Context: an optimization exercise on an open-source flow, tuned for small area, a short achievable clock period and few clock cycles per item. The choices shown serve that exercise and are no tape-out recipe.
Function was checked by simulation only, so behaviour that the tests miss may differ from the original.
Power and IR drop assume default switching activity.

File: design/flow/config.mk
export PLATFORM = sky130hd
export DESIGN_NAME = sorted_list_insert_remove
export DESIGN_NICKNAME = sorted_list_insert_remove
export VERILOG_FILES = /design/flow/design.v
export SDC_FILE = /design/flow/constraint.sdc
export NUM_CORES = 4
export LEC_CHECK = 0
export CAP_MARGIN = 20
export CORE_MARGIN = 2
export CORE_UTILIZATION = 40
export SLEW_MARGIN = 20
File: design/flow/constraint.sdc
create_clock -name core_clock -period 5.5 [get_ports {clock}]
set_input_delay 1.1000 -clock core_clock [delete_from_list [all_inputs] [get_ports {clock}]]
set_output_delay 1.1000 -clock core_clock [all_outputs]
set_load 0.01 [all_outputs]
File: design/flow/design.v
`timescale 1ns / 1ps
`default_nettype none
package sli_pkg;
   localparam int FUNC_W   = 2;
   localparam int ITEM_W   = 32;
   localparam int STATUS_W = 2;
   localparam int POS_W    = 5;
   localparam int CNT_W    = 6;
   typedef enum logic [FUNC_W-1:0] {
      FUNC_INSERT = 2'd0,
      FUNC_REMOVE = 2'd1,
      FUNC_CLEAR  = 2'd2
   } func_type;
   typedef enum logic [STATUS_W-1:0] {
      STATUS_DONE      = 2'd0,
      STATUS_FULL      = 2'd1,
      STATUS_NOT_FOUND = 2'd2
   } status_type;
   typedef struct packed {
      logic ins;
      logic rem;
      logic clr;
   } cmd_type;
endpackage
`default_nettype wire
`timescale 1ns / 1ps
`default_nettype none
module sli_enc #(
   parameter int CAPACITY = 32
) (
   input  wire  [CAPACITY-1:0]                          hit,
   output logic [(CAPACITY > 1 ? $clog2(CAPACITY) : 1)-1:0] index
);
   localparam int IDX_W = (CAPACITY > 1) ? $clog2(CAPACITY) : 1;
   always_comb begin
      index = '0;
      for (int i = 0; i < CAPACITY; i++) begin
         if (hit[i]) begin
            index = index | IDX_W'(i);
         end
      end
   end
endmodule
`default_nettype wire
`timescale 1ns / 1ps
`default_nettype none
module sli_cell #(
   parameter int VALUE_WIDTH = 32
) (
   input  wire                    clock,
   input  wire                    reset,
   input  wire sli_pkg::cmd_type  cmd,
   input  wire  [VALUE_WIDTH-1:0] item,
   input  wire  [VALUE_WIDTH-1:0] prev_value,
   input  wire                    prev_valid,
   input  wire                    prev_ge,
   input  wire                    prev_seen,
   input  wire  [VALUE_WIDTH-1:0] next_value,
   input  wire                    next_valid,
   output logic [VALUE_WIDTH-1:0] value,
   output logic                   valid,
   output logic                   ge,
   output logic                   seen,
   output logic                   ins_hit,
   output logic                   rem_hit
);
   logic [VALUE_WIDTH-1:0] value_ff;
   logic [VALUE_WIDTH-1:0] value_in;
   logic                   valid_ff;
   logic                   valid_in;
   logic                   eq;
   assign ge      = !valid_ff || ($signed(value_ff) >= $signed(item));
   assign eq      = valid_ff && (value_ff == item);
   assign seen    = prev_seen || eq;
   assign ins_hit = ge && !prev_ge;
   assign rem_hit = eq && !prev_seen;
   assign value   = value_ff;
   assign valid   = valid_ff;
   always_comb begin
      value_in = value_ff;
      valid_in = valid_ff;
      if (cmd.clr) begin
         valid_in = 1'b0;
      end else if (cmd.ins) begin
         if (ge) begin
            value_in = prev_ge ? prev_value : item;
            valid_in = valid_ff || prev_valid;
         end
      end else if (cmd.rem) begin
         if (seen) begin
            value_in = next_value;
            valid_in = next_valid;
         end
      end
   end
   always_ff @(posedge clock) begin
      value_ff <= value_in;
   end
   always_ff @(posedge clock) begin
      if (reset) begin
         valid_ff <= 1'b0;
      end else begin
         valid_ff <= valid_in;
      end
   end
endmodule
`default_nettype wire
`timescale 1ns / 1ps
`default_nettype none
module sorted_list_insert_remove #(
   parameter int CAPACITY    = 32,
   parameter int VALUE_WIDTH = 32
) (
   input  wire                                clock,
   input  wire                                reset,
   input  wire                                req_valid,
   output logic                               req_ready,
   input  wire  [sli_pkg::FUNC_W-1:0]         req_func,
   input  wire  signed [sli_pkg::ITEM_W-1:0]  req_item_value,
   output logic                               rsp_valid,
   input  wire                                rsp_ready,
   output logic [sli_pkg::STATUS_W-1:0]       rsp_status,
   output logic [sli_pkg::POS_W-1:0]          rsp_position,
   output logic [sli_pkg::CNT_W-1:0]          rsp_comparisons,
   output logic [sli_pkg::CNT_W-1:0]          rsp_moves,
   output logic [sli_pkg::CNT_W-1:0]          rsp_entry_count,
   output logic                               rsp_is_empty,
   output logic                               rsp_is_full
);
   localparam int IDX_W = (CAPACITY > 1) ? $clog2(CAPACITY) : 1;
   localparam int NUM_W = $clog2(CAPACITY + 1);
   logic                   accept;
   logic [VALUE_WIDTH-1:0] item;
   logic                   full;
   sli_pkg::cmd_type                cmd;
   logic [VALUE_WIDTH-1:0] cell_value [CAPACITY];
   logic [CAPACITY-1:0]    cell_valid;
   logic [CAPACITY-1:0]    cell_ge;
   logic [CAPACITY-1:0]    cell_seen;
   logic [CAPACITY-1:0]    cell_ins_hit;
   logic [CAPACITY-1:0]    cell_rem_hit;
   logic                   found;
   logic [NUM_W-1:0]       count_ff;
   logic [NUM_W-1:0]       count_in;
   logic                   pend_ff;
   logic                   pend_in;
   logic [CAPACITY-1:0]    pend_hit_ff;
   logic [CAPACITY-1:0]    pend_hit_in;
   sli_pkg::status_type             pend_status_ff;
   sli_pkg::status_type             pend_status_in;
   logic                   pend_ins_ff;
   logic                   pend_ins_in;
   logic [NUM_W-1:0]       pend_count_ff;
   logic                   pend_move;
   logic [IDX_W-1:0]       hit_index;
   logic [NUM_W-1:0]       moves_num;
   logic                   rsp_valid_ff;
   logic                   rsp_valid_in;
   logic [sli_pkg::STATUS_W-1:0]    rsp_status_ff;
   logic [sli_pkg::POS_W-1:0]       rsp_position_ff;
   logic [sli_pkg::CNT_W-1:0]       rsp_comparisons_ff;
   logic [sli_pkg::CNT_W-1:0]       rsp_moves_ff;
   logic [sli_pkg::CNT_W-1:0]       rsp_entry_count_ff;
   logic                   rsp_is_empty_ff;
   logic                   rsp_is_full_ff;
   assign pend_move = pend_ff && (!rsp_valid_ff || rsp_ready);
   assign req_ready = !reset && (!pend_ff || pend_move);
   assign accept    = req_valid && req_ready;
   assign item      = VALUE_WIDTH'(req_item_value);
   assign full      = (count_ff == NUM_W'(CAPACITY));
   assign cmd.ins = accept && (req_func == sli_pkg::FUNC_INSERT) && !full;
   assign cmd.rem = accept && (req_func == sli_pkg::FUNC_REMOVE);
   assign cmd.clr = accept && (req_func == sli_pkg::FUNC_CLEAR);
   for (genvar i = 0; i < CAPACITY; i++) begin : g_cell
      logic [VALUE_WIDTH-1:0] prev_value;
      logic                   prev_valid;
      logic                   prev_ge;
      logic                   prev_seen;
      logic [VALUE_WIDTH-1:0] next_value;
      logic                   next_valid;
      if (i == 0) begin : g_head
         assign prev_value = item;
         assign prev_valid = 1'b1;
         assign prev_ge    = 1'b0;
         assign prev_seen  = 1'b0;
      end else begin : g_link
         assign prev_value = cell_value[i-1];
         assign prev_valid = cell_valid[i-1];
         assign prev_ge    = cell_ge[i-1];
         assign prev_seen  = cell_seen[i-1];
      end
      if (i == CAPACITY - 1) begin : g_tail
         assign next_value = cell_value[i];
         assign next_valid = 1'b0;
      end else begin : g_body
         assign next_value = cell_value[i+1];
         assign next_valid = cell_valid[i+1];
      end
      sli_cell #(
         .VALUE_WIDTH(VALUE_WIDTH)
      ) u_cell (
         .clock      (clock),
         .reset      (reset),
         .cmd        (cmd),
         .item       (item),
         .prev_value (prev_value),
         .prev_valid (prev_valid),
         .prev_ge    (prev_ge),
         .prev_seen  (prev_seen),
         .next_value (next_value),
         .next_valid (next_valid),
         .value      (cell_value[i]),
         .valid      (cell_valid[i]),
         .ge         (cell_ge[i]),
         .seen       (cell_seen[i]),
         .ins_hit    (cell_ins_hit[i]),
         .rem_hit    (cell_rem_hit[i])
      );
   end
   assign found = cell_seen[CAPACITY-1];
   always_comb begin
      count_in = count_ff;
      if (cmd.clr) begin
         count_in = '0;
      end else if (cmd.ins) begin
         count_in = count_ff + NUM_W'(1);
      end else if (cmd.rem && found) begin
         count_in = count_ff - NUM_W'(1);
      end
   end
   always_comb begin
      pend_in        = pend_ff && !pend_move;
      pend_hit_in    = '0;
      pend_status_in = sli_pkg::STATUS_DONE;
      pend_ins_in    = cmd.ins;
      if (accept) begin
         pend_in = 1'b1;
      end
      if (cmd.ins) begin
         pend_hit_in = cell_ins_hit;
      end else if (cmd.rem) begin
         pend_hit_in = cell_rem_hit;
      end
      case (req_func)
         sli_pkg::FUNC_INSERT: begin
            if (full) begin
               pend_status_in = sli_pkg::STATUS_FULL;
            end
         end
         sli_pkg::FUNC_REMOVE: begin
            if (!found) begin
               pend_status_in = sli_pkg::STATUS_NOT_FOUND;
            end
         end
         default: begin
            pend_status_in = sli_pkg::STATUS_DONE;
         end
      endcase
   end
   always_ff @(posedge clock) begin
      if (reset) begin
         count_ff <= '0;
         pend_ff  <= 1'b0;
      end else begin
         count_ff <= count_in;
         pend_ff  <= pend_in;
      end
   end
   always_ff @(posedge clock) begin
      if (accept) begin
         pend_hit_ff    <= pend_hit_in;
         pend_status_ff <= pend_status_in;
         pend_ins_ff    <= pend_ins_in;
         pend_count_ff  <= count_in;
      end
   end
   sli_enc #(
      .CAPACITY(CAPACITY)
   ) u_enc (
      .hit   (pend_hit_ff),
      .index (hit_index)
   );
   assign moves_num    = pend_count_ff - NUM_W'(1) - NUM_W'(hit_index);
   assign rsp_valid_in = pend_move || (rsp_valid_ff && !rsp_ready);
   always_ff @(posedge clock) begin
      if (reset) begin
         rsp_valid_ff <= 1'b0;
      end else begin
         rsp_valid_ff <= rsp_valid_in;
      end
   end
   always_ff @(posedge clock) begin
      if (pend_move) begin
         rsp_status_ff      <= pend_status_ff;
         rsp_position_ff    <= sli_pkg::POS_W'(hit_index);
         rsp_comparisons_ff <= pend_ins_ff ? sli_pkg::CNT_W'(hit_index) : '0;
         rsp_moves_ff       <= pend_ins_ff ? sli_pkg::CNT_W'(moves_num) : '0;
         rsp_entry_count_ff <= sli_pkg::CNT_W'(pend_count_ff);
         rsp_is_empty_ff    <= (pend_count_ff == '0);
         rsp_is_full_ff     <= (pend_count_ff == NUM_W'(CAPACITY));
      end
   end
   assign rsp_valid       = rsp_valid_ff;
   assign rsp_status      = rsp_status_ff;
   assign rsp_position    = rsp_position_ff;
   assign rsp_comparisons = rsp_comparisons_ff;
   assign rsp_moves       = rsp_moves_ff;
   assign rsp_entry_count = rsp_entry_count_ff;
   assign rsp_is_empty    = rsp_is_empty_ff;
   assign rsp_is_full     = rsp_is_full_ff;
endmodule
`default_nettype wire
File: design/flow/run.sh
#!/bin/bash
# synth_recipe.tcl (not shown) runs the flow's synth.tcl, then flattens the netlist and writes it again
# the make line also repeats each setting of config.mk as NAME=value (left out here)
make -C /OpenROAD-flow-scripts/flow DESIGN_CONFIG=/design/flow/config.mk WORK_HOME=/design/flow/orfs CLKGATE_MAP_FILE= SYNTH_SCRIPT=/design/flow/synth_recipe.tcl finish
==> summary.txt <==
==> report_power, final <==
part | leakage (uW) | internal [uW] | switching [uW]
logic | 0.0232 | 949 | 1830
clock network | 0.00226 | 5580 | 4110
registers | 0.0103 | 9620 | 212
total | 0.0358 | 16200 | 6150
==> registers in the layout, summed over array words and instances (netlist names), 2 cells and up <==
name / flops
count_ff: 6
g_cell.u_cell.valid_ff: 32
g_cell.u_cell.value_ff: 1024
pend_count_ff: 6
pend_hit_ff: 31
pend_status_ff: 2
rsp_comparisons_ff: 5
rsp_entry_count_ff: 6
rsp_moves_ff: 6
rsp_position_ff: 5
rsp_status_ff: 2
==> cell usage after synthesis, drive strengths merged (24+ instances only) <==
cell type	number	area, sq um
clkbuf	374	1410
ha	1032	12900
o21a	43	324
nor3	87	440
o211ai	459	3450
a31oi	24	156
nand2	1193	4490
nand4	258	1610
a21o	306	2300
edfxtp	1090	32700
nor2b	53	339
mux2	34	383
mux2i	468	4680
nor2	228	858
nand3	500	2520
dfxtp	40	801
inv	135	507
nor4	55	372
a211oi	41	308
a21oi	415	2090
o21ai	602	3020
buf	148	712
==> layout make-up <==
class,instances,area share [%]
multi-input combinational,6163,48.7
sequential,1130,37.4
timing repair buffer,376,4.39
clock buffer,193,4.38
tap,2640,3.69
clock inverter,66,0.789
inverter,135,0.574
antenna,3,0.00838
==> cell families after synthesis <==
kind of cell	count (synthesis)	share of synthesized area, %
AND/OR/NAND/NOR	2551	15.0
multiplexers	502	6.39
other	1	0.00473
adder cells (fa/ha/maj)	1033	16.3
flip-flops	1130	42.3
AO/OA/AOI/OAI	2068	16.6
XOR/XNOR	8	0.0883
buffers and inverters	657	3.31
==> metrics by stage <==
stage	area, sq um	hold WS (ps)	utilization (%)
6_report	89600	477	45.4
3_3_place_gp	84800	482	43.0
5_1_grt	89600	492	45.4
3_5_place_dp	84800	485	43.0
4_1_cts	89400	496	45.3
2_1_floorplan	79400	400	-
==> how the worst max path moves through the flow <==
stage | end | slack [ps] | cells past startpoint
global placement | g_cell[27].u_cell.value_ff[27]$_DFFE_PP_ | -30 | 12
detailed placement | g_cell[27].u_cell.value_ff[13]$_DFFE_PP_ | -90 | 12
finish | g_cell[28].u_cell.value_ff[14]$_DFFE_PP_ | 680 | 14
CTS | g_cell[27].u_cell.value_ff[9]$_DFFE_PP_ | 750 | 12
global route | g_cell[28].u_cell.value_ff[19]$_DFFE_PP_ | 700 | 14
floorplan | g_cell[15].u_cell.value_ff[0]$_DFFE_PP_ | -570 | 10
==> per-layer routing <==
layer	share of wire, %	GRT usage, %	vias to the layer above
li1	-	-	30500
met1	38	40.2	34300
met2	44	48.5	3787
met3	10	7.63	1007
met4	7.5	19.9	12
met5	0.027	0	-
==> worst register-to-register path, stage by stage (launching register included) <==
cell and delay [ps]:
edfxtp_1 570, ha_1 390, nand4_1 240, nor4_1 630, buf_4 230, nand3_1 70
buf_4 180, nand4_1 350, nor2_1 160, nand4b_1 340, nor4bb_1 110, buf_4 170
nor2_1 160, o21bai_4 470
==> out/metrics.yaml <==
floorplanning:
  die_area_sq_mm: 0.202
  die_h_um: 449
  io_pins: 67
  start_util_pct: 40.2
  fp.dieW_um: 449
  core_area_sq_mm: 0.197
  row_count: 163
layout:
  mostFrequentLayoutCell: "nand2_1"
  layoutNonFillerInstCount: 10700
  multi_input_area_sq_mm: 0.0437
  fill_cells: 18600
  drive_above_1_share_pct: 8.74
  syn_to_final_growth_pct: 12.9
  mostFrequentLayoutCells: "1191 x nand2_1, 1090 x edfxtp_1, 1032 x ha_1"
  nets: 9018
  regArea_sq_mm: 0.0335
sta:
  relSlewSlack_pct: 14.7
  fin_ws_ps: 680
  fmax_mhz: 207
  finalHoldViolCount: 0
  setup_viol: 0
  fin_worst_skew_ps: 36.3
  setup_tns_ps: 0
  period_needed_ps: 4820
  worst_slew_pin_slew_ps: 1270
  grt_setup_unrepaired: "no"
  slew_viol_final: 0
  post-route-period-util_pct: 87.6
placement:
  gp_congestion: 0.985
  hpwl_um: 238000
  port_buffers: 65
  post-place-cells: 10400
  dp_slack_ps: -90.7
setup_path:
  crit_fanout: 32
  end_kind: "flip-flop"
  critPathLaunch: "req_item_value[14]"
  cp.arrival_ps: 5230
  rr_worst_depth: 13
  cp_common_cell: "nand4_1"
  worstReg2RegEnd: "g_cell[28].u_cell.value_ff[14]$_DFFE_PP_"
  rrSetupSlack_ps: 1020
  max_stage_delay_ps: 630
  criticalPathCategory: "in -> reg"
  start_kind: "input pin"
  worstPathCellList: "buf_2, inv_2, buf_12, ha_1, nand4_1, nor4_2, nand4_1, and3_1, and4bb_4, nand4b_1, nor4bb_1, buf_4, nor2_1, o21bai_4"
  cp.required_ps: 5910
  r2r_start: "g_cell[11].u_cell.value_ff[29]$_DFFE_PP_"
  cpMaxStageDelayCell: "inv_2"
  critPathTopFamily: "simple AND/OR/NAND/NOR gates"
  worstPathBufferInverterCount: 4
power:
  power.density_mw_per_mm2: 249
  p_leak_uw: 0.0358
  fin_total_pwr_uw: 22300
  worst_ir_drop_vdd_mv: 0.350
yosys:
  synth.cell_area_sq_mm: 0.0793
  synthCells: 7950
  synth_ff_type: "edfxtp_1"
  yosysSeqAreaShare_pct: 42.3
  syn_nets: 9021
  synth.ff_latch_count: 1130
  yosys_warnings: 4
  yosysUniqueCellTypes: 98
  synth_edf_count: 1090
  avgSynthCellArea_sq_um: 9.98
  async_flop_share_pct: 0
clocking:
  cts_htree_levels: 4
  clock_latency_ps: 820
  cts_tree: "done"
  cts_buffer_depth: 3
  cts_resized: 0
  path_clk_slew_ps: 60
  cts-root-buf: "clkbuf_16"
  cts_inserted_buffers: 141
  clkSinkCount: 1130
  postCtsHoldBufs: 0
  post_cts_buffers: 0
grt:
  grt_max_degree: 252
  gr-total-overflow: 0
  grt_usage_pct: 31.7
  antenna_found_initial: 18
  grt_pass1_vias: 67900
  grt_pass1_wl_um: 471000
detailed_routing:
  wl_per_cell_um: 30.9
  drt-vias-per-instance: 6.50
  dr.pass1.iters: 6
  ant_nets: 0
  first_iter_violations: 9051
  vias: 69600
  wl_um: 331000
  drc_errors: 0
hold_path:
  holdCritStartpoint: "pend_status_ff[0]$_DFFE_PP_"
  worstHoldPathType: "reg -> reg"
  hold_end: "rsp_status_ff[0]$_DFFE_PP_"
  holdPathStages: 0
job:
  maxCapViolations: 0
run_status:
  status: "complete, no violations"
Testbench counts, summed over its fixed seeds: cycles 12,016, items 12,000.

==> what the ideal ports hide <==
How much do the figures lean on ideal ports? The routed layout below was timed once more, with nothing changed but the port constraints.
Step 1, drivers: a clkbuf_16 drives clock and a buf_2 each remaining input, both assumed.
Step 2 adds t to the input delays and takes it off the output delays; t is the mean of the earliest and latest rising clock arrival at the registers after step 1. Input paths then give back, and output paths get back, about the clock's delay inside the block.
Slacks: ideal ports / drivers / drivers and shift; pairs: ideal ports / drivers.
t, ns: 0.887
slack for setup (ns): 0.680 / 0.742 / -0.145
latest minus earliest clock arrival (ns): 0.036 / 0.036
worst slew at a driven data input, ns: 0.29
Met with ideal ports but missed after step 2: setup timing in this run. The setup slack of this run moves by +0.062 ns with the drivers and by -0.825 ns with both steps.
